Background: an optimization exercise with open tools, aiming at small area, a short achievable clock period and few clock cycles per item. Do not read the settings as production practice. Function was not checked in any run shown here: the RTL went through the layout flow alone. Power is estimated from default activity; no workload was simulated.

==> design/flow/config.mk <==
export PLATFORM = sky130hd
export DESIGN_NAME = luma_block_mean_mosaic
export DESIGN_NICKNAME = luma_block_mean_mosaic
export VERILOG_FILES = /design/flow/design.v
export SDC_FILE = /design/flow/constraint.sdc
export NUM_CORES = 4
export LEC_CHECK = 0
export CAP_MARGIN = 20
export CORE_MARGIN = 2
export CORE_UTILIZATION = 35
export PLACE_DENSITY = 0.5
export SLEW_MARGIN = 20
export SYNTH_MEMORY_MAX_BITS = 4096
==> design/flow/constraint.sdc <==
create_clock -name core_clock -period 12.0 [get_ports {clk}]
set_input_delay 2.4000 -clock core_clock [delete_from_list [all_inputs] [get_ports {clk}]]
set_output_delay 2.4000 -clock core_clock [all_outputs]
set_load 0.01 [all_outputs]
==> design/flow/design.v <==
package lbmm_pkg;
  localparam int CFG_W     = 13;
  localparam int CFG_IDX_W = 1;
  localparam int PIX_W     = 8;
  localparam int MEAN_W    = 8;
  localparam int COORD_W   = 9;
  localparam int SUM_W     = 14;    
  localparam int BC_W      = 7;     
  localparam int BR_W      = 9;     
  localparam int MAX_WIDTH  = 1024;
  localparam int MAX_HEIGHT = 4096;
  localparam logic [CFG_W-1:0] RST_FRAME_WIDTH  = 13'd640;
  localparam logic [CFG_W-1:0] RST_FRAME_HEIGHT = 13'd480;
endpackage
module lbmm_ram #(
  parameter int WIDTH = 14
) (
  input  logic             clk,
  input  logic             shift,      
  input  logic             upd,        
  input  logic [6:0]       last_bc,    
  input  logic [WIDTH-1:0] wdata,      
  output logic [WIDTH-1:0] head
);
  logic [WIDTH-1:0] tail_r, head_r;
  logic [6:0]       segsel;
  logic [6:0]       len;             
  always_comb begin
    len = last_bc - 7'd1;
    if (len >= 7'd63) begin
      segsel = {1'b1, 6'(len - 7'd63)};
    end else begin
      segsel = {1'b0, len[5:0]};
    end
  end
  logic [WIDTH-1:0] seg63 [63];
  logic [WIDTH-1:0] seg32 [32];
  logic [WIDTH-1:0] seg16 [16];
  logic [WIDTH-1:0] seg8  [8];
  logic [WIDTH-1:0] seg4  [4];
  logic [WIDTH-1:0] seg2  [2];
  logic [WIDTH-1:0] seg1;
  logic [WIDTH-1:0] c63, c32, c16, c8, c4, c2, c1;
  assign c63 = segsel[6] ? seg63[62] : tail_r;
  assign c32 = segsel[5] ? seg32[31] : c63;
  assign c16 = segsel[4] ? seg16[15] : c32;
  assign c8  = segsel[3] ? seg8[7]   : c16;
  assign c4  = segsel[2] ? seg4[3]   : c8;
  assign c2  = segsel[1] ? seg2[1]   : c4;
  assign c1  = segsel[0] ? seg1      : c2;
  always_ff @(posedge clk) begin
    if (shift) begin
      tail_r <= wdata;
      seg63[0] <= tail_r;
      for (int i = 1; i < 63; i++) seg63[i] <= seg63[i-1];
      seg32[0] <= c63;
      for (int i = 1; i < 32; i++) seg32[i] <= seg32[i-1];
      seg16[0] <= c32;
      for (int i = 1; i < 16; i++) seg16[i] <= seg16[i-1];
      seg8[0] <= c16;
      for (int i = 1; i < 8; i++) seg8[i] <= seg8[i-1];
      seg4[0] <= c8;
      for (int i = 1; i < 4; i++) seg4[i] <= seg4[i-1];
      seg2[0] <= c4;
      seg2[1] <= seg2[0];
      seg1 <= c2;
    end
  end
  always_ff @(posedge clk) begin
    if (upd) begin
      head_r <= (shift && (last_bc != '0)) ? c1 : wdata;
    end
  end
  assign head = head_r;
endmodule
module lbmm_div (
  input  logic        clk,
  input  logic        rst_n,
  input  logic        load_hdr,
  input  logic [6:0]  divisor,      
  input  logic [6:0]  bc,
  input  logic [8:0]  br,
  input  logic        last,
  input  logic        load_sum,
  input  logic [13:0] dividend,
  output logic        free,
  input  logic        out_ready,
  output logic        out_valid,
  output logic [8:0]  out_block_column,
  output logic [8:0]  out_block_row,
  output logic [7:0]  out_mean_luma,
  output logic        out_frame_last
);
  logic [5:0] rem_r;
  logic [7:0] q_r;
  logic [6:0] d_r;
  logic [1:0] cnt_r;
  logic       busy_r, valid_r;
  logic [6:0] bc_r;
  logic [8:0] br_r;
  logic       last_r;
  logic [6:0] t1, t2;
  logic [5:0] r1, r2;
  logic       q1, q0;
  always_comb begin
    t1 = {rem_r, q_r[7]};
    q1 = (t1 >= d_r);
    r1 = q1 ? 6'(t1 - d_r) : t1[5:0];
    t2 = {r1, q_r[6]};
    q0 = (t2 >= d_r);
    r2 = q0 ? 6'(t2 - d_r) : t2[5:0];
  end
  always_ff @(posedge clk) begin
    if (!rst_n) begin
      busy_r  <= 1'b0;
      valid_r <= 1'b0;
      cnt_r   <= '0;
    end else if (load_sum) begin
      busy_r  <= 1'b1;
      cnt_r   <= '0;
    end else if (busy_r) begin
      cnt_r <= cnt_r + 2'd1;
      if (cnt_r == 2'd3) begin
        busy_r  <= 1'b0;
        valid_r <= 1'b1;
      end
    end else if (out_ready) begin
      valid_r <= 1'b0;
    end
  end
  always_ff @(posedge clk) begin
    if (load_hdr) begin
      d_r    <= divisor;
      bc_r   <= bc;
      br_r   <= br;
      last_r <= last;
    end
    if (load_sum) begin
      rem_r <= dividend[13:8];
      q_r   <= dividend[7:0];
    end else if (busy_r) begin
      rem_r <= r2;
      q_r   <= {q_r[5:0], q1, q0};
    end
  end
  assign free             = ~busy_r & ~valid_r;
  assign out_valid        = valid_r;
  assign out_block_column = {2'b00, bc_r};
  assign out_block_row    = br_r;
  assign out_mean_luma    = q_r;
  assign out_frame_last   = last_r;
endmodule
module lbmm_ctrl (
  input  logic       clk,
  input  logic       rst_n,
  input  logic       in_valid,
  output logic       in_ready,
  input  logic [7:0] in_pixel,
  input  logic       in_frame_start,
  input  logic       consume,       
  output logic       a_valid,
  output logic [7:0] a_pixel,
  output logic       a_first
);
  logic       a_v_r, s_v_r, rdy_r;
  logic [7:0] a_pix_r, s_pix_r;
  logic       a_fs_r, s_fs_r;
  logic       take, a_free;
  logic       a_v_nxt, s_v_nxt;
  assign take   = in_valid & rdy_r;
  assign a_free = ~a_v_r | consume;
  always_comb begin
    if (a_free) begin
      a_v_nxt = s_v_r | take;
      s_v_nxt = s_v_r & take;
    end else begin
      a_v_nxt = 1'b1;
      s_v_nxt = s_v_r | take;
    end
  end
  always_ff @(posedge clk) begin
    if (!rst_n) begin
      a_v_r    <= 1'b0;
      s_v_r    <= 1'b0;
      rdy_r    <= 1'b0;
    end else begin
      a_v_r    <= a_v_nxt;
      s_v_r    <= s_v_nxt;
      rdy_r    <= ~(a_v_nxt & s_v_nxt);
    end
  end
  always_ff @(posedge clk) begin
    if (a_free) begin
      if (s_v_r) begin
        a_pix_r <= s_pix_r;
        a_fs_r  <= s_fs_r;
      end else begin
        a_pix_r <= in_pixel;
        a_fs_r  <= in_frame_start;
      end
    end
    if ((a_free & s_v_r) | (~a_free & ~s_v_r)) begin
      s_pix_r <= in_pixel;
      s_fs_r  <= in_frame_start;
    end
  end
  assign in_ready = rdy_r;
  assign a_valid  = a_v_r;
  assign a_pixel  = a_pix_r;
  assign a_first  = a_fs_r;
endmodule
module lbmm_dp (
  input  logic        clk,
  input  logic        rst_n,
  input  logic        cfg_valid,
  input  logic        cfg_index,
  input  logic [12:0] cfg_data,
  input  logic        a_valid,
  input  logic [7:0]  a_pixel,
  input  logic        a_first,
  output logic        consume,
  input  logic        out_ready,
  output logic        out_valid,
  output logic [8:0]  out_block_column,
  output logic [8:0]  out_block_row,
  output logic [7:0]  out_mean_luma,
  output logic        out_frame_last
);
  logic        cfg_v_r, cfg_i_r;
  logic [12:0] cfg_d_r;
  logic [9:0]  wm1;
  logic [11:0] hm1;
  always_ff @(posedge clk) begin
    if (!rst_n) cfg_v_r <= 1'b0;
    else        cfg_v_r <= cfg_valid;
    cfg_i_r <= cfg_index;
    cfg_d_r <= cfg_data;
  end
  always_comb begin
    if (cfg_d_r == '0)                    wm1 = '0;
    else if (cfg_d_r > 13'd1024)          wm1 = 10'd1023;
    else                                  wm1 = 10'(cfg_d_r - 13'd1);
    if (cfg_d_r == '0)                    hm1 = '0;
    else if (cfg_d_r > 13'd4096)          hm1 = 12'd4095;
    else                                  hm1 = 12'(cfg_d_r - 13'd1);
  end
  logic [6:0] last_bc_r;
  logic [2:0] last_rx_r;
  logic [8:0] last_br_r;
  logic [2:0] last_ry_r;
  logic       l0, b0, w1, h1;
  always_ff @(posedge clk) begin
    if (!rst_n) begin
      last_bc_r <= 7'd79;
      last_rx_r <= 3'd7;
      last_br_r <= 9'd59;
      last_ry_r <= 3'd7;
    end else if (cfg_v_r) begin
      if (cfg_i_r == 1'b0) begin
        last_bc_r <= wm1[9:3];
        last_rx_r <= wm1[2:0];
      end else begin
        last_br_r <= hm1[11:3];
        last_ry_r <= hm1[2:0];
      end
    end
  end
  assign l0 = (last_bc_r == '0);
  assign b0 = (last_br_r == '0);
  assign w1 = l0 & (last_rx_r == '0);
  assign h1 = b0 & (last_ry_r == '0);
  logic [2:0] rx_r, ry_r;
  logic [6:0] bc_r;
  logic [8:0] br_r;
  logic       lt_r, lb_r;      
  logic       re_r, ce_r;      
  logic       le_r, be_r;      
  logic       z_r;             
  logic [2:0] rx, ry;
  logic [6:0] bc;
  logic [8:0] br;
  logic       lt, lb, re, ce, le, be, z;
  logic       emit, can_emit, go;
  logic [3:0] bw, bh;
  logic [6:0] divisor;
  logic [2:0] rx_n, ry_n;
  logic [6:0] bc_n;
  logic [8:0] br_n;
  logic       lt_n, lb_n, re_n, ce_n, le_n, be_n;
  logic       b_v_r, b_shift_r, b_emit_r, b_zero_r;
  logic [7:0] b_pix_r;
  logic       div_free;
  always_comb begin
    if (a_first) begin
      rx = '0; ry = '0; bc = '0; br = '0;
      lt = l0; lb = b0;
      re = w1; ce = w1;
      le = h1; be = h1;
      z  = 1'b1;
    end else begin
      rx = rx_r; ry = ry_r; bc = bc_r; br = br_r;
      lt = lt_r; lb = lb_r;
      re = re_r; ce = ce_r;
      le = le_r; be = be_r;
      z  = z_r;
    end
    emit     = ce & be;
    can_emit = div_free & ~b_emit_r;
    go       = a_valid & (~emit | can_emit);
    bw       = lt ? (4'(last_rx_r) + 4'd1) : 4'd8;
    bh       = lb ? (4'(last_ry_r) + 4'd1) : 4'd8;
    divisor  = 7'(bw * bh);
  end
  always_comb begin
    rx_n = rx; ry_n = ry; bc_n = bc; br_n = br;
    lt_n = lt; lb_n = lb;
    re_n = re; ce_n = ce; le_n = le; be_n = be;
    if (re) begin
      rx_n = '0;
      bc_n = '0;
      lt_n = l0;
      re_n = w1;
      ce_n = w1;
      if (le) begin
        ry_n = '0;
        br_n = '0;
        lb_n = b0;
        le_n = h1;
        be_n = h1;
      end else if (ry == 3'd7) begin
        ry_n = '0;
        br_n = br + 9'd1;
        lb_n = (br_n == last_br_r);
        le_n = lb_n & (last_ry_r == '0);
        be_n = le_n;
      end else begin
        ry_n = ry + 3'd1;
        le_n = lb & (ry_n == last_ry_r);
        be_n = (ry_n == 3'd7) | le_n;
      end
    end else if (rx == 3'd7) begin
      rx_n = '0;
      bc_n = bc + 7'd1;
      lt_n = (bc_n == last_bc_r);
      re_n = lt_n & (last_rx_r == '0);
      ce_n = re_n;
    end else begin
      rx_n = rx + 3'd1;
      re_n = lt & (rx_n == last_rx_r);
      ce_n = (rx_n == 3'd7) | re_n;
    end
  end
  always_ff @(posedge clk) begin
    if (!rst_n) begin
      rx_r <= '0; ry_r <= '0; bc_r <= '0; br_r <= '0;
      lt_r <= 1'b0; lb_r <= 1'b0;
      re_r <= 1'b0; ce_r <= 1'b0; le_r <= 1'b0; be_r <= 1'b0;
      z_r  <= 1'b1;
    end else if (go) begin
      rx_r <= rx_n; ry_r <= ry_n; bc_r <= bc_n; br_r <= br_n;
      lt_r <= lt_n; lb_r <= lb_n;
      re_r <= re_n; ce_r <= ce_n; le_r <= le_n; be_r <= be_n;
      z_r  <= (rx_n == '0) & (ry_n == '0);
    end
  end
  assign consume = go;
  logic [13:0] head, sum;
  always_ff @(posedge clk) begin
    if (!rst_n) begin
      b_v_r     <= 1'b0;
      b_shift_r <= 1'b0;
      b_emit_r  <= 1'b0;
    end else begin
      b_v_r     <= go;
      b_shift_r <= go & ce;
      b_emit_r  <= go & emit;
    end
    b_zero_r <= z;
    b_pix_r  <= a_pixel;
  end
  assign sum = (b_zero_r ? 14'd0 : head) + 14'(b_pix_r);
  lbmm_ram #(.WIDTH(14)) u_ring (
    .clk     (clk),
    .shift   (b_shift_r),
    .upd     (b_v_r),
    .last_bc (last_bc_r),
    .wdata   (sum),
    .head    (head)
  );
  lbmm_div u_div (
    .clk              (clk),
    .rst_n            (rst_n),
    .load_hdr         (go & emit),
    .divisor          (divisor),
    .bc               (bc),
    .br               (br),
    .last             (re & le),
    .load_sum         (b_emit_r),
    .dividend         (sum),
    .free             (div_free),
    .out_ready        (out_ready),
    .out_valid        (out_valid),
    .out_block_column (out_block_column),
    .out_block_row    (out_block_row),
    .out_mean_luma    (out_mean_luma),
    .out_frame_last   (out_frame_last)
  );
endmodule
module luma_block_mean_mosaic (
  input  logic                           clk,
  input  logic                           rst_n,
  input  logic                           in_valid,
  output logic                           in_ready,
  input  logic [lbmm_pkg::PIX_W-1:0]     in_pixel,
  input  logic                           in_frame_start,
  output logic                           out_valid,
  input  logic                           out_ready,
  output logic [lbmm_pkg::COORD_W-1:0]   out_block_column,
  output logic [lbmm_pkg::COORD_W-1:0]   out_block_row,
  output logic [lbmm_pkg::MEAN_W-1:0]    out_mean_luma,
  output logic                           out_frame_last,
  input  logic                           cfg_valid,
  output logic                           cfg_ready,
  input  logic [lbmm_pkg::CFG_IDX_W-1:0] cfg_index,
  input  logic [lbmm_pkg::CFG_W-1:0]     cfg_data
);
  logic       consume, a_valid, a_first;
  logic [7:0] a_pixel;
  assign cfg_ready = 1'b1;
  lbmm_ctrl u_ctrl (
    .clk            (clk),
    .rst_n          (rst_n),
    .in_valid       (in_valid),
    .in_ready       (in_ready),
    .in_pixel       (in_pixel),
    .in_frame_start (in_frame_start),
    .consume        (consume),
    .a_valid        (a_valid),
    .a_pixel        (a_pixel),
    .a_first        (a_first)
  );
  lbmm_dp u_dp (
    .clk              (clk),
    .rst_n            (rst_n),
    .cfg_valid        (cfg_valid),
    .cfg_index        (cfg_index),
    .cfg_data         (cfg_data),
    .a_valid          (a_valid),
    .a_pixel          (a_pixel),
    .a_first          (a_first),
    .consume          (consume),
    .out_ready        (out_ready),
    .out_valid        (out_valid),
    .out_block_column (out_block_column),
    .out_block_row    (out_block_row),
    .out_mean_luma    (out_mean_luma),
    .out_frame_last   (out_frame_last)
  );
endmodule
==> design/flow/run.sh <==
#!/bin/bash
# synth_recipe.tcl (not shown) runs the flow's synth.tcl, then flattens the netlist and writes it again
# the make line also repeats each setting of config.mk as NAME=value (left out here)
make -C /OpenROAD-flow-scripts/flow DESIGN_CONFIG=/design/flow/config.mk WORK_HOME=/design/flow/orfs CLKGATE_MAP_FILE= SYNTH_SCRIPT=/design/flow/synth_recipe.tcl finish
==> results of run 1 <==
-- critical path: cells and delay by family, from the launching register on --
family / cells / cell delay [ns]
compound gates: 11 / 2.79
fa+ha+maj: 2 / 0.61
buf+inv: 1 / 0.18
flops: 1 / 0.35
simple gates: 4 / 0.91
-- power groups by stage --
| stage | Sequential [mW] | Clock [mW] | Combinational (mW) |
|---|---|---|---|
| 3_3_place_gp | 7.47 | 0 | 0.166 |
| 3_5_place_dp | 7.47 | 0 | 0.168 |
| 5_1_grt | 7.33 | 6.21 | 0.183 |
| 6_report | 7.33 | 5.73 | 0.167 |
| 2_1_floorplan | 7.47 | 0 | 0.116 |
| 4_1_cts | 7.33 | 5.95 | 0.169 |
-- cells by family (layout without fill, tap and decap cells) --
family,count (synthesis),after routing,synth area share
adders and majority gates,56,56,0.0117
and+or+nand+nor,441,441,0.0355
other,2,4,0.000116
buffers and inverters,114,490,0.00811
muxes,85,85,0.0157
xor gates and xnor gates,70,70,0.00994
DFF,1933,1933,0.887
AOI/OAI and AO/OA,298,298,0.0318
-- path summary, 6_finish.rpt --
path	start	endpoint	slack [ns]	cells past startpoint
max	u_dp.u_div.d_r[1]$_DFFE_PP_	u_dp.u_div.rem_r[4]$_DFFE_PP_	6.88	18
min	u_ctrl.a_pix_r[4]$_DFFE_PN_	u_dp.b_pix_r[4]$_DFF_P_	0.33	0
max reg2reg	u_dp.u_div.d_r[1]$_DFFE_PP_	u_dp.u_div.rem_r[4]$_DFFE_PP_	6.88	18
min reg2reg	u_ctrl.a_pix_r[4]$_DFFE_PN_	u_dp.b_pix_r[4]$_DFF_P_	0.33	0
-- routing by layer --
layer,global-route usage,part of all wire,up-vias
li1,-,-,12226
met4,0.0392,0.026,0
met2,0.150,0.43,500
met1,0.162,0.51,13653
met5,0,0,-
met3,0.0227,0.040,201
-- synthesized netlist by cell type, drive strengths merged (22+ instances only) --
library cell	n	share of area
buf	29	0.0032
nand2	115	0.0067
xnor2	49	0.0067
a21oi	62	0.0048
ha	49	0.0095
o21ai	68	0.0053
nor2	105	0.0062
dfxtp	85	0.026
inv	46	0.0027
mux2	75	0.014
clkbuf	39	0.0023
edfxtp	1848	0.86
a22oi	22	0.0026
nand4	25	0.0024
o211ai	32	0.0043
nor2b	55	0.0053
-- metrics by stage --
| step | hold WS (ns) | cell area, µm² | cells |
|---|---|---|---|
| final | 0.332 | 74200 | 5841 |
| after global routing | 0.352 | 74200 | 5840 |
| after CTS | 0.335 | 74200 | 5840 |
| after detailed placement | 0.327 | 68100 | 5488 |
| after global placement | 0.327 | 68100 | 5487 |
| after floorplan | 0.323 | 64500 | 3000 |
-- layout make-up --
cell class	count	area, µm²	share of cell area
Antenna cell	1	2.50	0.0000337
Clock buffer	245	5080	0.0684
Clock inverter	107	1010	0.0136
Inverter	46	173	0.00233
Multi-Input combinational cell	953	6810	0.0917
Sequential cell	1933	57200	0.771
Tap cell	2464	3080	0.0415
Timing Repair Buffer	92	863	0.0116
-- state kept, by name, indices dropped and copies added, names as in the netlist, 7 cells and up --
name and cells:
u_ctrl.a_pix_r 8, u_ctrl.s_pix_r 8, u_dp.b_pix_r 8, u_dp.bc_r 7, u_dp.br_r 9, u_dp.cfg_d_r 13
u_dp.last_bc_r 7, u_dp.last_br_r 9, u_dp.u_div.bc_r 7, u_dp.u_div.br_r 9, u_dp.u_div.d_r 7, u_dp.u_div.q_r 8
u_dp.u_ring.head_r 14, u_dp.u_ring.seg1 14, u_dp.u_ring.seg16 224, u_dp.u_ring.seg2 28, u_dp.u_ring.seg32 448, u_dp.u_ring.seg4 56
u_dp.u_ring.seg63 882, u_dp.u_ring.seg8 112, u_dp.u_ring.tail_r 14
-- cells in the final DEF (no fill, tap or decap), types with 32 or more instances in the layout --
cell             count
xnor2_1             47
mux2_2              58
o21ai_0             64
a21oi_1             62
clkbuf_1            49
edfxtp_1          1848
nand2_1            115
buf_4               32
dfxtp_1             84
clkbuf_16          195
nor2_1             103
nor2b_1             55
inv_1               46
clkinv_1            48
clkdlybuf4s50_1     53
ha_1                49
==> impl.org, run 1 <==
** Critical path
- Walking the worst path, the cells encountered are inv_1 > ha_1 > nor2b_1 > o21ai_0 > a21boi_0 > o21a_1 > o21ai_1 > a21oi_1 > or3_1 > ha_1 > nor2b_1 > o21ai_0 > a21boi_0 > o21a_1 > o21ai_0 > a21oi_1 > nor2_1 > a221o_1.
- STA classifies the critical path endpoint as a flip-flop.
- Worst path max stage delay :: 0.56 ns
- Most common cell type on the critical path :: o21ai_0
- STA classifies the critical path startpoint as a flip-flop.
- Worst Path Required :: 12.54 ns
- On the critical path, the stage with the largest delay is an instance of a21oi_1.
- The setup path with the least slack is of type flip-flop to flip-flop.
- Data arrives at the worst endpoint at 5.66 ns.
- In this run the worst path has a maximum fanout of 10.

** Floorplan
- In this run the core area contains 157 standard-cell rows.
- The initial utilization of the core area, before any placement, comes to 0.352.
- The die covers 188000 µm².
- Core area :: 183000 µm²
- Die extent in x :: 433 µm
- Die outline height :: 433 µm
- For this design the top-level I/O count stands at 58.

** Timing
- The max-slew violation count is 0.
- Final hold viol count :: 0
- The clock arrives with 0.0385 ns of skew.
- In the finished design, the share of the clock period the worst path needs comes to 0.426.
- Setup repair after global routing left no endpoint under its margin.
- Based on the critical path, the design can be clocked at up to 0.195 GHz.
- For the pin with the worst max-slew slack, the measured transition is 1.10 ns.
- For the finished layout, the period the worst path requires is 5.12 ns.
- Slew headroom :: 0.260
- Setup-violating endpoint count in the final report :: 0
- In the final timing run, aggregate negative setup slack is 0 ns.
- Setup slack closes at 6.88 ns.

** Route
- Wires add up to 102000 µm.
- Pre-antenna DRT Iters :: 5
- Post-detailed-route wirelength per cell :: 17.4 µm
- Vias per Instance :: 4.55
- DRC violation count after routing :: 0
- Detailed router's first-iteration violation count :: 2445
- Once detail routing completed, the nets flagged for antenna violations numbered 0.
- Routed via count :: 26580

** Global route
- Wire length of the first global-routing pass :: 155000 µm
- The via count of the first global-routing pass was 25895.
- All-layer global routing usage :: 0.107
- Number of antenna violations at the first check in global routing :: 1
- Total congestion overflow :: 0
- Maximum number of pins on one net before global-route repair :: 181

** Pwr
- Cell-internal power :: 10.6 mW
- Cell leakage power :: 22.6 nW
- Switching fraction of total power :: 0.197
- The share of total power dissipated in the clock network is 0.433.
- Of the total power, registers draw 0.554.
- Peak supply drop :: 0.000151 V
- Overall power consumption after layout is estimated at 13.2 mW.
- In this run the power density over the cells is 178 nW/µm².
- Sw power :: 2.60 mW
- Combinational share of power :: 0.013

** Yosys
- Synthesis produced a netlist whose cell count is 2999.
- Fraction of synthesis flops using an asynchronous set or reset pin :: 0
- Synthesis inferred 1933 register bits.
- The synthesized netlist occupies a cell area of 64500 µm².
- The netlist uses 85 different library cells.
- The most used flip-flop cell after synthesis is edfxtp_1.
- Yosys printed 10 warnings.
- EDFF count, synth :: 1848
- The share of the Yosys chip area taken by registers is 0.887.
- Average footprint of a synthesized cell :: 21.5 µm²

** CTS
- Worst-case clock buffer depth :: 3
- Number of hold buffers added after cts :: 0
- CTS root buf :: clkbuf_16
- The H-tree generated during clock tree synthesis spans 4 levels.
- Setup Buffers After CTS :: 0
- After clock tree synthesis, the repair step resized 0 gates.
- Worst skew pair latency :: 0.81 ns
- Number of buffers created by CTS :: 194
- TritonCTS clock tree :: done
- The clock drives 1933 sinks.
- Clock-pin slew of the registers on the worst-case setup and hold paths :: 0.06 ns

** Flow run
- Across the run, the number of max-cap violations was 0.

** Min path
- The min-delay analysis places its worst path in the category flip-flop to flip-flop.

** Run status
- The flow ran to the end and the layout has no timing, DRC or antenna violations.

** Place
- At the end of routability-driven placement, the weighted congestion stood at 0.775.
- Pre-CTS worst setup slack :: 6.98 ns
- Port Buffers :: 54
- Half-perimeter wire length after placement :: 55700 µm

** Final layout
- Count of filler cells inserted in the layout :: 16230
- Proportion of layout cells with a drive suffix above 1 :: 0.122
- Synth-to-Final Area Change :: 15.1%
- Post-Route Utilization :: 0.405
- Net count of the finished layout :: 3304
==> run 2: changes to the inputs <==
==> design/flow/flow/run.sh (new file) <==
#!/bin/bash
# Standard ORFS layout, with repair_timing asked for extra setup margin so
# that it keeps improving paths well below the design's clock period.
set -euo pipefail
bash standard.sh SETUP_SLACK_MARGIN=8.0 finish > standard_flow.log 2>&1
==> design/flow/standard.sh (new file) <==
#!/bin/bash
# synth_recipe.tcl (not shown) runs the flow's synth.tcl, then flattens the netlist and writes it again
# the make line also repeats each setting of config.mk as NAME=value (left out here)
make -C /OpenROAD-flow-scripts/flow DESIGN_CONFIG=/design/flow/config.mk WORK_HOME=/design/flow/orfs CLKGATE_MAP_FILE= SYNTH_SCRIPT=/design/flow/synth_recipe.tcl "${@:-finish}"
removed: design/flow/run.sh
==> run 2 against run 1 <==
Still clean; non-clock buffer count increased by 30; sequential power is essentially flat; first-iteration DRC count down 0.70%; sequential share of layout area shrank 0.48 points; routed wire length increased by 0.97%; power about the same; fmax up 30%; clock power hardly changed; critical path depth decreased by 17; synthesized cell count stayed put; global-route usage is 0.052 points higher; largest cell class unchanged.
==> impl.org, run 2 <==
** Yosys
- Cell with the most instances after synthesis :: edfxtp_1 (unchanged)
- The post-synth design cell area is 64500 µm² (unchanged).
- Post-synth top cells: edfxtp_1 (1848), nand2_1 (115), nor2_1 (104), dfxtp_1 (85), o21ai_0 (64) (unchanged).
- Number of distinct standard cells referenced by the synthesized netlist :: 85 (unchanged)
- The biggest area consumer among synthesized cells was edfxtp_1 (unchanged).
- Number of storage elements in the synthesis netlist :: 1933 (unchanged)
- Ranking of synthesized cells by area :: edfxtp_1 (86%), dfxtp_1 (2.6%), mux2_2 (1.0%) (unchanged)
- Post-synthesis sequential area ratio :: 0.887 (unchanged)
- The number of synthesized flops with an enable pin was 1848 (unchanged).
- Fraction of synthesis flops using an asynchronous set or reset pin :: 0 (unchanged)
- Count of warnings emitted by yosys :: 10 (unchanged)
- The main flop type after synthesis was edfxtp_1 (unchanged).
- The post-synthesis instance total is 2999 (unchanged).
- The per-instance average area after synthesis is 21.5 µm² (unchanged).
- Top cell type's share of synthesized area :: 0.861 (unchanged)

** Critical path
- The element type at the critical path end was a primary output (was flip-flop).
- The buffering stage count on the worst path with inverters included is 1 (unchanged).
- The startpoint type of the worst setup path was a flip-flop (unchanged).
- The maximum single-stage delay on the critical path was 0.46 ns (was 0.56 ns).
- The type of the worst setup path is flip-flop to primary output (was flip-flop to flip-flop).
- Master of the slowest instance on the critical path :: edfxtp_1 (was a21oi_1)
- Cell-by-cell listing of the critical path :: clkdlybuf4s15_2 (was inv_1 > ha_1 > nor2b_1 > o21ai_0 > a21boi_0 > o21a_1 > o21ai_1 > a21oi_1 > or3_1 > ha_1 > nor2b_1 > o21ai_0 > a21boi_0 > o21a_1 > o21ai_0 > a21oi_1 > nor2_1 > a221o_1)
- The maximum fanout count along the critical path is 1 (was 10).
- The worst reg2reg path depth was 17 (was 18).
- R2R Path Start :: u_dp.u_div.d_r[1]$_DFFE_PP_ (unchanged)
- The critical register-to-register path endpoint was u_dp.u_div.rem_r[4]$_DFFE_PP_ (unchanged).
- The worst endpoint data arrival time is 1.52 ns (was 5.66 ns).
- The required time of the worst setup path came to 9.60 ns (was 12.54 ns).
- The depth of the critical timing path with buffers and inverters included came to 1 (was 18).
- Top cell family by delay on the critical path :: flip-flops (was compound AO/OA/AOI/OAI gates)
- The worst setup slack for register-to-register paths was 8.11 ns (was 6.88 ns).

** Pwr
- The final total power is 13.2 mW (about the same).
- Clk pwr share :: 0.433 (about the same)
- Cell leakage power :: 22.8 nW (was 22.6 nW)
- Power share of the sequential group :: 0.554 (about the same)
- Switching fraction of total power :: 0.197 (about the same)
- The switching power came to 2.60 mW (about the same).
- Combinational share of power :: 0.013 (about the same)
- Cell-internal power :: 10.6 mW (about the same)
- The worst ir drop on vdd is 0.000151 V (about the same).
- Total power per unit cell area :: 177 nW/µm² (was 178 nW/µm²)

** Global route
- The first-pass GRT wire length came to 156000 µm (was 155000 µm).
- The total global-route track usage is 0.107 (about the same).
- Total congestion overflow :: 0 (unchanged)
- The number of antenna violations at the first check in global routing is 1 (unchanged).
- The largest net degree at the start of global routing was 181 (unchanged).
- The via count of the first global-routing pass was 26024 (was 25895).

** CTS
- TritonCTS clock tree :: done (unchanged)
- The number of buffers inserted during clock tree synthesis is 194 (unchanged).
- Clock-pin slew of the registers on the worst-case setup and hold paths :: 0.06 ns (about the same)
- Sink count of the clock tree :: 1933 (unchanged)
- Worst skew pair latency :: 0.81 ns (about the same)
- H-tree level count :: 4 (unchanged)
- Worst-case clock buffer depth :: 3 (unchanged)
- CTS root buf :: clkbuf_16 (unchanged)

** Floorplan
- The number of top-level pins came to 58 (unchanged).
- The die extent in y came to 433 µm (unchanged).
- Core area :: 183000 µm² (unchanged)
- Die extent in x :: 433 µm (unchanged)
- Number of rows in the core area :: 157 (unchanged)
- The initial core utilization was 0.352 (unchanged).
- The area of the die is 188000 µm² (unchanged).

** Timing
- Share of the cycle needed by the critical path after routing :: 0.327 (was 0.426)
- The max-slew violation count was 0 (unchanged).
- Worst hold slack across all endpoints :: 0.332 ns (about the same)
- Unrepaired setup endpoints after global routing: true (was false).
- PnR worst setup slack :: 8.08 ns (was 6.88 ns)
- Setup-violating endpoint count in the final report :: 0 (unchanged)
- Slew headroom :: 0.292 (was 0.260)
- The minimum clock period came to 3.92 ns (was 5.12 ns).
- Max frequency :: 0.255 GHz (was 0.195 GHz)
- Transition time at the pin with the least slew margin :: 1.06 ns (was 1.10 ns)
- Clock tree skew after final layout :: 0.0392 ns (was 0.0385 ns)
- Final hold viol count :: 0 (unchanged)

** Route
- Routed via count :: 26769 (was 26580)
- The number of remaining DRC errors was 0 (unchanged).
- Total Routed Length :: 103000 µm (was 102000 µm)
- Vias per Instance :: 4.56 (was 4.55)
- The routed wirelength normalized by instance count was 17.5 µm (was 17.4 µm).
- Final antenna-violating net count :: 0 (unchanged)
- The number of search-and-repair iterations in the first detailed-routing pass is 5 (unchanged).
- Detailed router's first-iteration violation count :: 2428 (was 2445)

** Final layout
- Most common cell after layout, fill and taps aside :: edfxtp_1 (unchanged)
- Max FFs per register :: 882 (unchanged)
- The share of cells above drive strength 1 is 0.144 (was 0.122).
- The relative area change from synthesis to final layout is 15.9% (was 15.1%).
- The largest register by flop count is u_dp.u_ring.seg63 (unchanged).
- Leading cell types in the layout, fill and taps excluded: edfxtp_1 (1848), clkbuf_16 (196), nand2_1 (115) (was edfxtp_1 (1848), clkbuf_16 (195), nand2_1 (115)).
- The number of cells in the finished layout apart from fillers was 5872 (was 5841).
- Largest registers :: u_dp.u_ring.seg63 (882), u_dp.u_ring.seg32 (448), u_dp.u_ring.seg16 (224) (unchanged)
- The final-layout fill cell count is 16186 (was 16230).
- The storage element area came to 57200 µm² (about the same).
- Post-Route Utilization :: 0.408 (was 0.405)
- The number of nets in the finished design is 3335 (was 3304).
- The multi-input logic area came to 7050 µm² (was 6810 µm²).

** Min path
- The startpoint of the lowest-slack hold path was u_ctrl.a_pix_r[4]$_DFFE_PN_ (unchanged).
- Worst min path class :: flip-flop to flip-flop (unchanged)
- The count of cells along the worst hold path was 0 (unchanged).
- Min-Delay Endpoint :: u_dp.b_pix_r[4]$_DFF_P_ (unchanged)

** Flow run
- The max-capacitance violation count is 0 (unchanged).

** Place
- Pre-CTS worst setup slack :: 6.98 ns (unchanged)
- The half-perimeter wire length of the detailed placement result came to 55700 µm (unchanged).
- Cell total after placement :: 5488 (unchanged)
- The number of port buffers is 54 (unchanged).
- GP Congestion :: 0.775 (unchanged)

** Run status
- Status :: finished clean (unchanged)
-- run 2: cell counts after synthesis --
Identical to the previous run, type by type.
-- run 2: area by class of cell --
| class | count | area share |
|---|---|---|
| clock buffer | 245 | 0.0680 |
| multi-input combinational | 954 | 0.0944 |
| inverter | 46 | 0.00234 |
| tap | 2464 | 0.0413 |
| antenna | 1 | 0.0000335 |
| clock inverter | 107 | 0.0135 |
| timing repair buffer | 122 | 0.0145 |
| sequential | 1933 | 0.766 |
-- run 2: how the worst max path moves through the flow --
stage,from,endpoint,slack (ns)
after floorplan,u_dp.b_shift_r$_SDFF_PN0_,u_dp.u_ring.head_r[4]$_DFFE_PP_,-2.64
after CTS,u_dp.u_div.q_r[0]$_DFFE_PP_,out_mean_luma[0],7.98
after global placement,u_dp.u_div.d_r[1]$_DFFE_PP_,u_dp.u_div.rem_r[4]$_DFFE_PP_,7.06
final,u_dp.u_div.bc_r[2]$_DFFE_PP_,out_block_column[2],8.08
after detailed placement,u_dp.u_div.d_r[1]$_DFFE_PP_,u_dp.u_div.rem_r[4]$_DFFE_PP_,6.98
after global routing,u_dp.u_div.d_r[1]$_DFFE_PP_,u_dp.u_div.rem_r[4]$_DFFE_PP_,7.94
-- run 2: power groups by stage --
stage,Clock (mW),Sequential [mW],Combinational (mW)
global route,6.21,7.33,0.190
detailed placement,0,7.47,0.168
global placement,0,7.47,0.166
floorplan,0,7.47,0.116
CTS,5.95,7.33,0.171
finish,5.73,7.33,0.174
-- run 2: kinds of logic after synthesis --
kind of cell               Yosys count  share of synthesized area
DFF                               1933                      0.887
and+or+nand+nor                    441                     0.0355
AOI/OAI and AO/OA                  298                     0.0318
buffers and inverters              114                    0.00811
muxes                               85                     0.0157
xor gates and xnor gates            70                    0.00994
adders and majority gates           56                     0.0117
other                                2                   0.000116
-- run 2: worst register-to-register path: stages, from the launching register on --
cell and delay (ns):
edfxtp_1 0.37, inv_2 0.11, ha_4 0.22, nor2b_2 0.16, o21ai_2 0.16, a21boi_2 0.09
o21a_2 0.24, o21ai_4 0.17, buf_4 0.18, mux2i_1 0.09, or2_2 0.31, ha_2 0.39
a21boi_2 0.19, o21a_1 0.19, o21ai_4 0.10, a21oi_4 0.24, nor2_1 0.11, a221o_1 0.32
-- run 2: timing repair --
| action | CTS | global route |
|---|---|---|
| buffers inserted | 12 | 17 |
| gates resized for setup | 106 | 23 |
| cloned | 1 | 1 |
| hold buffers | 0 | 0 |
| endpoints found under the setup margin | 93 | 342 |
| hold endpoints to repair | 0 | 0 |
| pin swaps | 14 | 15 |
-- run 2: layer usage --
| metal | up-vias | share of wire | wire length, µm | GRT usage |
|---|---|---|---|---|
| met5 | - | 0 | 0 | 0 |
| met4 | 0 | 0.028 | 2830 | 0.0404 |
| met3 | 202 | 0.041 | 4190 | 0.0229 |
| met2 | 535 | 0.43 | 43900 | 0.151 |
| met1 | 13741 | 0.50 | 51700 | 0.163 |
| li1 | 12291 | - | - | - |
-- run 2: per-stage QoR --
step	setup TNS (ns)	area (µm²)
global route	0	74700
floorplan	-1721.39	64500
finish	0	74700
detailed placement	0	68100
CTS	0	74400
global placement	0	68100
==> run 3: changes to the inputs <==
--- a/design/flow/design.v
+++ b/design/flow/design.v
@@ -99,16 +99,29 @@
   logic [6:0] bc_r;
   logic [8:0] br_r;
   logic       last_r;
-  logic [6:0] t1, t2;
-  logic [5:0] r1, r2;
-  logic       q1, q0;
+  logic [7:0] d3_r;
+  logic [7:0] t;
+  logic [8:0] s1, s2, s3;
+  logic [5:0] rnx;
+  logic [1:0] qd;
   always_comb begin
-    t1 = {rem_r, q_r[7]};
-    q1 = (t1 >= d_r);
-    r1 = q1 ? 6'(t1 - d_r) : t1[5:0];
-    t2 = {r1, q_r[6]};
-    q0 = (t2 >= d_r);
-    r2 = q0 ? 6'(t2 - d_r) : t2[5:0];
+    t  = {rem_r, q_r[7:6]};
+    s1 = {1'b0, t} - {2'b00, d_r};
+    s2 = {1'b0, t} - {1'b0, d_r, 1'b0};
+    s3 = {1'b0, t} - {1'b0, d3_r};
+    if (!s3[8]) begin
+      qd  = 2'd3;
+      rnx = s3[5:0];
+    end else if (!s2[8]) begin
+      qd  = 2'd2;
+      rnx = s2[5:0];
+    end else if (!s1[8]) begin
+      qd  = 2'd1;
+      rnx = s1[5:0];
+    end else begin
+      qd  = 2'd0;
+      rnx = t[5:0];
+    end
   end
   always_ff @(posedge clk) begin
     if (!rst_n) begin
@@ -138,9 +151,10 @@
     if (load_sum) begin
       rem_r <= dividend[13:8];
       q_r   <= dividend[7:0];
+      d3_r  <= 8'({1'b0, d_r} + {d_r, 1'b0});
     end else if (busy_r) begin
-      rem_r <= r2;
-      q_r   <= {q_r[5:0], q1, q0};
+      rem_r <= rnx;
+      q_r   <= {q_r[5:0], qd};
     end
   end
   assign free             = ~busy_r & ~valid_r;
==> design/flow/flow/run.sh (replaced) <==
#!/bin/bash
# Standard ORFS layout, with repair_timing asked for extra setup margin so
# that it keeps improving paths well below the design's clock period.
set -euo pipefail
bash standard.sh SETUP_SLACK_MARGIN=8.5 finish > standard_flow.log 2>&1
==> run 3 against run 2 <==
Clock-buffer cell count up 1; register-to-register slack better by 0.10 ns; routed wire length up 4.8%; highest routed layer unchanged; sequential power about the same; still clean; combinational power up 3%; sequential share of layout area down 0.90 points; die area up 1.4%; largest power group unchanged.
==> impl.org, run 3 <==
** Run status
- Status :: finished clean (unchanged)

** Yosys
- Flip-flop cell with the highest count after synthesis :: edfxtp_1 (unchanged)
- Post-synthesis sequential area ratio :: 0.879 (was 0.887)
- The adder and majority gate portion of the synthesized area is 0.0150 (was 0.0117).
- Post-synthesis compound-gate area fraction :: 0.0399 (was 0.0318)
- The synthesized-area fraction occupied by and/or/nand/nor cells is 0.0405 (was 0.0355).
- Cell with the most instances after synthesis :: edfxtp_1 (unchanged)
- The post-synthesis share of cell area spent on xor and xnor gates was 0.0110 (was 0.00994).
- The biggest area consumer among synthesized cells was edfxtp_1 (unchanged).
- Fraction of synthesis flops using an asynchronous set or reset pin :: 0 (unchanged)
- Ranking of synthesized cells by area: edfxtp_1 (85%), dfxtp_1 (2.6%), ha_1 (1.2%) (was edfxtp_1 (86%), dfxtp_1 (2.6%), mux2_2 (1.0%)).
- The per-instance average area after synthesis was 20.6 µm² (was 21.5 µm²).
- The number of synthesized flops with an enable pin is 1856 (was 1848).
- The main combinational cell family by area after synthesis is simple AND/OR/NAND/NOR gates (unchanged).
- Post-synth top cells :: edfxtp_1 (1856), nor2_1 (134), nand2_1 (102), a21oi_1 (88), dfxtp_1 (85) (was edfxtp_1 (1848), nand2_1 (115), nor2_1 (104), dfxtp_1 (85), o21ai_0 (64))
- Number of storage elements in the synthesis netlist :: 1941 (was 1933)
- Count of warnings emitted by yosys :: 10 (unchanged)
- The share of Yosys cell area claimed by the top area cell type came to 0.853 (was 0.861).
- Synthesized instance count :: 3166 (was 2999)
- Number of distinct standard cells referenced by the synthesized netlist :: 91 (was 85)
- Multiplexer fraction of the synthesized cell area :: 0.00544 (was 0.0157)
- Mapped cell area :: 65400 µm² (was 64500 µm²)

** Critical path
- R2R Path Start :: u_dp.last_br_r[7]$_SDFFE_PN0P_ (was u_dp.u_div.d_r[1]$_DFFE_PP_)
- Arrival @ worst endpoint :: 1.50 ns (was 1.52 ns)
- Worst-case register-to-register setup slack :: 8.21 ns (was 8.11 ns)
- Worst setup SP type :: flip-flop (unchanged)
- The required time of the worst setup path was 9.60 ns (about the same).
- The element type at the critical path end is a primary output (unchanged).
- The slowest cell on the critical path is edfxtp_1 (unchanged).
- The maximum single-stage delay on the critical path came to 0.51 ns (was 0.46 ns).
- Cell-by-cell listing of the critical path :: buf_6 (was clkdlybuf4s15_2)
- Worst-case reg-to-reg path depth :: 13 (was 17)
- The critical register-to-register path endpoint is u_dp.u_div.d_r[6]$_DFFE_PP_ (was u_dp.u_div.rem_r[4]$_DFFE_PP_).
- The cell family with the largest share of critical-path delay is flip-flops (unchanged).
- The maximum fanout count along the critical path was 2 (was 1).
- The type of the worst setup path is flip-flop to primary output (unchanged).
- The buffering stage count on the worst path with inverters included is 1 (unchanged).

** Global route
- The number of antenna violations at the first check in global routing came to 3 (was 1).
- Maximum number of pins on one net before global-route repair :: 205 (was 181)
- The total global-route track usage is 0.110 (was 0.107).
- The total global routing overflow came to 0 (unchanged).
- The via count of the first global-routing pass came to 27147 (was 26024).
- The first-pass GRT wire length was 163000 µm (was 156000 µm).

** Route
- The number of search-and-repair iterations in the first detailed-routing pass is 8 (was 5).
- Post-detailed-route wirelength per cell :: 17.8 µm (was 17.5 µm)
- The number of remaining DRC errors was 0 (unchanged).
- The total number of vias is 28052 (was 26769).
- The DRC marker count from the first detailed-route iteration came to 2550 (was 2428).
- The count of nets left with antenna violations after detail routing is 0 (unchanged).
- Vias per Instance :: 4.63 (was 4.56)
- The total wire length was 108000 µm (was 103000 µm).

** Timing
- The worst max-slew margin expressed relative to the limit was 0.303 (was 0.292).
- Max frequency :: 0.256 GHz (was 0.255 GHz)
- The transition time at the pin with the least slew margin is 1.05 ns (was 1.06 ns).
- Final hold viol count :: 0 (unchanged)
- The part of the cycle the worst path needs is 0.325 (was 0.327).
- The setup clock skew after layout is 0.0394 ns (was 0.0392 ns).
- Unrepaired setup endpoints after global routing: true (unchanged).
- Time the final worst path needs with I/O delays and setup :: 3.90 ns (was 3.92 ns)
- The worst-case setup margin in the final layout came to 8.10 ns (was 8.08 ns).
- The max-slew violation count was 0 (unchanged).
- The count of endpoints failing setup in the final report is 0 (unchanged).

** CTS
- The CTS clock-pin slew for the worst setup and hold paths was 0.06 ns (about the same).
- The CTS tree is done (unchanged).
- The source-to-sink clock delay at the later pin of the worst-skew pair is 0.81 ns (about the same).
- Worst-case clock buffer depth :: 3 (unchanged)
- CTS root buf :: clkbuf_16 (unchanged)
- Number of buffers created by CTS :: 192 (was 194)
- The number of clock sinks came to 1941 (was 1933).
- H-tree level count :: 4 (unchanged)

** Min path
- HP Start :: u_ctrl.a_pix_r[1]$_DFFE_PN_ (was u_ctrl.a_pix_r[4]$_DFFE_PN_)
- Worst min path class :: flip-flop to flip-flop (unchanged)
- The count of cells along the worst hold path was 0 (unchanged).
- The destination of the worst hold path was u_dp.b_pix_r[1]$_DFF_P_ (was u_dp.b_pix_r[4]$_DFF_P_).

** Pwr
- Total power per unit cell area :: 176 nW/µm² (was 177 nW/µm²)
- Peak supply drop :: 0.000112 V (was 0.000151 V)
- Cell leakage power :: 23.3 nW (was 22.8 nW)

** Final layout
- The number of antenna cells inserted is 0 (was 1).
- The number of nets in the finished design is 3522 (was 3335).
- Top register by number of flip-flops :: u_dp.u_ring.seg63 (unchanged)
- The share of cells above drive strength 1 is 0.146 (was 0.144).
- Most common cell after layout, fill and taps aside :: edfxtp_1 (unchanged)
- Filler-free cell count of the finished design :: 6056 (was 5872)
- Largest registers :: u_dp.u_ring.seg63 (882), u_dp.u_ring.seg32 (448), u_dp.u_ring.seg16 (224) (unchanged)
- The final-layout fill cell count is 16570 (was 16186).
- The number of flip-flops in the largest register is 882 (unchanged).
- Synth-to-Final Area Change :: 16.1% (was 15.9%)
- Leading cell types in the layout, fill and taps excluded :: edfxtp_1 (1856), clkbuf_16 (198), nor2_1 (132) (was edfxtp_1 (1848), clkbuf_16 (196), nand2_1 (115))

** Floorplan
- The area of the die is 190000 µm² (was 188000 µm²).
- The area of the placeable core came to 185000 µm² (was 183000 µm²).
- Die outline height :: 436 µm (was 433 µm)
- Number of rows in the core area :: 158 (was 157)
- I/O Pins :: 58 (unchanged)
- Initial Utilization :: 0.353 (was 0.352)
- The chip width came to 436 µm (was 433 µm).

** Flow run
- The max-capacitance violation count came to 0 (unchanged).

** Place
- GP Congestion :: 0.804 (was 0.775)
- The number of port buffers was 54 (unchanged).
- Cell total after placement :: 5656 (was 5488)
- Half-perimeter wire length after placement :: 58300 µm (was 55700 µm)
- The pre-CTS worst setup slack came to 6.67 ns (was 6.98 ns).
==> run 3: power breakdown <==
group | switching, mW | internal [mW] | leakage [nW]
clock | 2.45 | 3.33 | 2.98
combinational | 0.115 | 0.0650 | 3.63
sequential | 0.0192 | 7.34 | 16.6
==> run 3: metal layers <==
layer / track usage / wire length (µm) / share of wire
met4: 0.0472 / 3740 / 0.035
met5: 0 / 0 / 0
met3: 0.0277 / 5080 / 0.047
met2: 0.150 / 44600 / 0.41
met1: 0.166 / 54100 / 0.50
==> run 3: worst max-delay path by stage <==
stage                                        start                              end  slack [ns]  cells after the start
detailed placement  u_dp.last_bc_r[0]$_SDFFE_PN1P_      u_dp.u_div.d_r[6]$_DFFE_PP_        6.67                     15
CTS                    u_dp.u_div.q_r[5]$_DFFE_PP_                 out_mean_luma[5]        7.95                      1
floorplan                u_dp.b_shift_r$_SDFF_PN0_  u_dp.u_ring.head_r[0]$_DFFE_PP_       -3.59                      6
finish                 u_dp.u_div.q_r[5]$_DFFE_PP_                 out_mean_luma[5]        8.10                      1
global placement    u_dp.last_bc_r[0]$_SDFFE_PN1P_      u_dp.u_div.d_r[6]$_DFFE_PP_        6.79                     15
global route           u_dp.u_div.q_r[5]$_DFFE_PP_                 out_mean_luma[5]        7.99                      1
==> run 3: layout make-up <==
cell class / count / area [µm²] / share of cell area
clock inverters: 102 / 937 / 0.0123
flip-flops and latches: 1941 / 57500 / 0.757
inverters: 61 / 236 / 0.00312
repair buffers: 138 / 1300 / 0.0172
clock buffers: 246 / 5150 / 0.0679
well taps: 2480 / 3100 / 0.0409
multi-input cells: 1088 / 7720 / 0.102
==> run 3: through the flow <==
step	total power, mW	area (µm²)	TNS (ns)	utilization	hold WS (ns)
after floorplan	7.62	65500	-1736.69	-	0.323
after global placement	7.67	69100	0	0.373	0.331
after detailed placement	7.67	69100	0	0.373	0.328
after CTS	13.5	75600	0	0.408	0.341
after global routing	13.8	75900	0	0.409	0.347
final	13.3	75900	0	0.409	0.341
==> run 3: repair_timing <==
item,CTS,global route
hold buffers,0,0
buffers inserted,32,13
gates cloned,2,4
resized for setup,171,29
pin swaps,18,8
endpoints found under the setup margin,624,359
==> run 3: logic make-up after synthesis <==
| logic type | Yosys count |
|---|---|
| buf+inv | 142 |
| xor+xnor | 78 |
| fa+ha+maj | 73 |
| simple gates | 526 |
| mux | 32 |
| flops | 1941 |
| other cells | 2 |
| compound gates | 372 |
==> run 4: changes to the inputs <==
--- a/design/flow/config.mk
+++ b/design/flow/config.mk
@@ -7,7 +7,7 @@
 export LEC_CHECK = 0
 export CAP_MARGIN = 20
 export CORE_MARGIN = 2
-export CORE_UTILIZATION = 35
-export PLACE_DENSITY = 0.5
+export CORE_UTILIZATION = 60
+export PLACE_DENSITY = 0.7
 export SLEW_MARGIN = 20
 export SYNTH_MEMORY_MAX_BITS = 4096
==> run 4 against run 3 <==
Power decreased by 0.42%; fmax fell by 1.2%; routed wire length grew 3.8%; clock power decreased by 1%; largest power group unchanged.
==> impl.org, run 4 <==
** Run status
- Status :: finished clean (unchanged)

** Final layout
- The relative area change from synthesis to final layout came to 14.2% (was 16.1%).
- The share of cells above drive strength 1 is 0.146 (about the same).
- Count of filler cells inserted in the layout :: 6564 (was 16570)
- The most common library cell in the layout ignoring fill and taps is edfxtp_1 (unchanged).
- The number of flip-flops in the largest register is 882 (unchanged).
- Register cell area after layout :: 57500 µm² (about the same)
- The multi-input logic area is 7790 µm² (was 7720 µm²).
- The number of nets in the finished design was 3519 (was 3522).
- The number of antenna cells inserted is 0 (unchanged).
- The largest register by flop count was u_dp.u_ring.seg63 (unchanged).
- Leading cell types in the layout, fill and taps excluded :: edfxtp_1 (1856), clkbuf_16 (184), nor2_1 (131) (was edfxtp_1 (1856), clkbuf_16 (198), nor2_1 (132))
- Largest registers :: u_dp.u_ring.seg63 (882), u_dp.u_ring.seg32 (448), u_dp.u_ring.seg16 (224) (unchanged)

** Yosys
- The post-synthesis instance total was 3166 (unchanged).
- The synthesis-stage register bit count was 1941 (unchanged).
- Average footprint of a synthesized cell :: 20.6 µm² (unchanged)
- Post-synth top cells: edfxtp_1 (1856), nor2_1 (134), nand2_1 (102), a21oi_1 (88), dfxtp_1 (85) (unchanged).
- Mapped cell area :: 65400 µm² (unchanged)
- Dominant cell type by area after synthesis :: edfxtp_1 (unchanged)
- The number of synthesized flops with an enable pin was 1856 (unchanged).
- Flip-flop cell with the highest count after synthesis :: edfxtp_1 (unchanged)
- Top cell type's share of synthesized area :: 0.853 (unchanged)
- Ranking of synthesized cells by area :: edfxtp_1 (85%), dfxtp_1 (2.6%), ha_1 (1.2%) (unchanged)
- Count of warnings emitted by yosys :: 10 (unchanged)
- The async set-reset flop share out of synthesis came to 0 (unchanged).
- Number of distinct standard cells referenced by the synthesized netlist :: 91 (unchanged)
- The fraction of the yosys area taken by sequential cells came to 0.879 (unchanged).
- Cell with the most instances after synthesis :: edfxtp_1 (unchanged)

** Critical path
- Worst path max stage delay :: 0.57 ns (was 0.51 ns)
- The maximum fanout count along the critical path came to 5 (was 2).
- Crit path capture type :: flip-flop (was primary output)
- Crit path kind :: flip-flop to flip-flop (was flip-flop to primary output)
- The buffering stage count on the worst path with inverters included came to 2 (was 1).
- The cell family with the largest share of critical-path delay was adder cells (was flip-flops).
- Cell-by-cell listing of the critical path: clkinv_4 > ha_4 > nor4b_4 > and2_4 > mux2i_4 > or2_4 > or2_4 > fa_1 > inv_2 > fa_2 > fa_2 > a21o_1 > a21oi_2 > xnor2_2 > xnor2_1 (was buf_6).
- Worst setup SP type :: flip-flop (unchanged)
- The worst reg2reg path depth came to 15 (was 13).
- Worst Path Required :: 12.51 ns (was 9.60 ns)
- The critical register-to-register path endpoint is u_dp.u_div.d_r[6]$_DFFE_PP_ (unchanged).
- R2R Path Start :: u_dp.last_bc_r[0]$_SDFFE_PN1P_ (was u_dp.last_br_r[7]$_SDFFE_PN0P_)
- The slowest cell on the critical path is fa_1 (was edfxtp_1).
- The worst endpoint data arrival time is 4.46 ns (was 1.50 ns).
- The critical path startpoint is u_dp.last_bc_r[0]$_SDFFE_PN1P_ (was u_dp.u_div.q_r[5]$_DFFE_PP_).
- Worst-case register-to-register setup slack :: 8.05 ns (was 8.21 ns)

** CTS
- Worst-case clock buffer depth :: 3 (unchanged)
- The number of clock sinks is 1941 (unchanged).
- H-tree level count :: 4 (unchanged)
- The number of buffers inserted by hold repair at cts was 0 (unchanged).
- The CTS root buffer is clkbuf_16 (unchanged).
- Clock-pin slew of the registers on the worst-case setup and hold paths :: 0.06 ns (about the same)
- The number of buffers inserted during clock tree synthesis is 182 (was 192).
- The source-to-sink clock delay at the later pin of the worst-skew pair was 0.77 ns (was 0.81 ns).
- The CTS tree is done (unchanged).

** Timing
- The transition time at the pin with the least slew margin came to 1.05 ns (about the same).
- The worst-case setup margin in the final layout was 8.05 ns (was 8.10 ns).
- Unrepaired setup endpoints after global routing: true (unchanged).
- Max Slew Vio Count :: 0 (unchanged)
- Slew headroom :: 0.294 (was 0.303)
- Time the final worst path needs with I/O delays and setup :: 3.95 ns (was 3.90 ns)
- Clock tree skew after final layout :: 0.0285 ns (was 0.0394 ns)
- The part of the cycle the worst path needs is 0.329 (was 0.325).
- The count of endpoints failing setup in the final report is 0 (unchanged).
- The count of final hold-check violations came to 0 (unchanged).
- Max frequency :: 0.253 GHz (was 0.256 GHz)

** Route
- Post-detailed-route wirelength per cell :: 22.4 µm (was 17.8 µm)
- The total wire length is 112000 µm (was 108000 µm).
- The total number of vias was 28699 (was 28052).
- Vias per Instance :: 5.75 (was 4.63)
- The number of search-and-repair iterations in the first detailed-routing pass was 6 (was 8).
- DRC violation count after routing :: 0 (unchanged)
- The count of nets left with antenna violations after detail routing came to 0 (unchanged).
- The DRC marker count from the first detailed-route iteration was 2872 (was 2550).

** Pwr
- The final total power came to 13.3 mW (about the same).
- Peak supply drop :: 0.000142 V (was 0.000112 V)
- The power per cell area was 178 nW/µm² (was 176 nW/µm²).
- The static power due to leakage is 23.2 nW (was 23.3 nW).

** Min path
- Min-Delay Endpoint :: u_dp.b_pix_r[4]$_DFF_P_ (was u_dp.b_pix_r[1]$_DFF_P_)
- The startpoint of the lowest-slack hold path is u_ctrl.a_pix_r[4]$_DFFE_PN_ (was u_ctrl.a_pix_r[1]$_DFFE_PN_).
- The count of cells along the worst hold path is 0 (unchanged).
- Worst min path class :: flip-flop to flip-flop (unchanged)

** Floorplan
- Floorplan die area :: 112000 µm² (was 190000 µm²)
- I/O Pins :: 58 (unchanged)
- Number of rows in the core area :: 121 (was 158)
- The area of the placeable core came to 108000 µm² (was 185000 µm²).
- Initial Utilization :: 0.603 (was 0.353)
- The chip width was 334 µm (was 436 µm).
- Die outline height :: 334 µm (was 436 µm)

** Place
- Half-perimeter wire length after placement :: 56900 µm (was 58300 µm)
- GP Congestion :: 0.876 (was 0.804)
- The pre-CTS worst setup slack is 6.75 ns (was 6.67 ns).
- Port Buffers :: 54 (unchanged)

** Global route
- The largest net degree at the start of global routing was 207 (was 205).
- The total global-route track usage was 0.196 (was 0.110).
- Wire length of the first global-routing pass :: 165000 µm (was 163000 µm)
- Number of antenna violations at the first check in global routing :: 2 (was 3)
- Via count of the first global-routing pass :: 28190 (was 27147)
- The total global routing overflow came to 0 (unchanged).

** Flow run
- Maximum capacitance violations :: 0 (unchanged)
-- run 4: report_power, final --
part           internal (mW)  switching [mW]  leakage (nW)  total, mW
registers               7.34          0.0202          16.6       7.36
logic                 0.0740           0.122          3.69      0.196
clock network           3.26            2.45          2.91       5.71
total                   10.7            2.60          23.2       13.3
-- run 4: metrics by stage --
stage / util / hold slack, ns / setup TNS (ns) / instance area, µm² / std cells
global placement: 0.624 / 0.337 / 0 / 67700 / 4582
CTS: 0.686 / 0.340 / 0 / 74300 / 4966
floorplan: - / 0.323 / -1736.69 / 65500 / 3167
global route: 0.689 / 0.345 / 0 / 74700 / 4987
detailed placement: 0.624 / 0.329 / 0 / 67700 / 4582
finish: 0.689 / 0.341 / 0 / 74700 / 4987
-- run 4: cell type report --
class,count,area share
clock buffers,238,0.0648
multi-input cells,1088,0.104
well taps,1414,0.0237
clock inverters,100,0.0156
flip-flops and latches,1941,0.770
repair buffers,145,0.0187
inverters,61,0.00317
-- run 4: layer usage --
metal,global-route usage,vias up,wire [µm]
met5,0,-,0
met4,0.0826,0,3810
met3,0.0376,239,6630
met2,0.289,987,50700
met1,0.291,14572,50600
li1,-,12901,-
-- run 4: kinds of logic (layout without fill, tap and decap cells) --
family                   after synthesis  after routing  synth area share
buffers and inverters                142            544           0.00947
other                                  2              3          0.000115
multiplexers                          32             32           0.00544
XOR/XNOR                              78             80            0.0110
flip-flops                          1941           1941             0.879
adder cells (fa/ha/maj)               73             73            0.0150
AO/OA/AOI/OAI                        372            374            0.0399
AND/OR/NAND/NOR                      526            526            0.0405
-- run 4: timing repair --
item | 4_1_cts | 5_1_grt
setup buffers | 42 | 17
endpoints found under the setup margin | 759 | 545
cloned | 4 | 2
pin swaps | 25 | 16
gates resized for setup | 188 | 27
-- run 4: how the worst max path moves through the flow --
stage,end,slack (ns),depth (start not counted)
final,u_dp.u_div.d_r[6]$_DFFE_PP_,8.05,15
after global routing,u_dp.u_div.d_r[6]$_DFFE_PP_,7.93,15
after CTS,out_mean_luma[4],8.06,1
after detailed placement,u_dp.u_div.d_r[6]$_DFFE_PP_,6.75,15
after global placement,u_dp.u_div.d_r[6]$_DFFE_PP_,6.83,15
after floorplan,u_dp.u_ring.head_r[0]$_DFFE_PP_,-3.59,6

re-timing with driven ports:
The results above use ideal ports. As a check the final layouts listed here were re-extracted and re-timed, cells and wires unchanged. Step 1 assumes that a clkbuf_16 drives the clock port and a buf_2 every other input. Step 2, shift: input delay + t, output delay - t, t = (earliest + latest rising clock arrival at the registers) / 2. This alone moves slack from input paths to output paths. Three values: ideal, step 1, step 2; two values: the first two.
run | t, ns | setup slack, ns | worst data-port slew with drivers (ns) | cell pins on the clock port's net
run 1 | 0.865 | 6.883 / 6.883 / 6.883 | 0.09 | 1
run 2 | 0.865 | 8.077 / 8.000 / 8.113 | 0.09 | 1
run 3 | 0.867 | 8.096 / 8.022 / 8.208 | 0.05 | 1
run 4 | 0.835 | 8.047 / 8.047 / 8.047 | 0.06 | 1
After both steps every run listed still meets setup and hold.
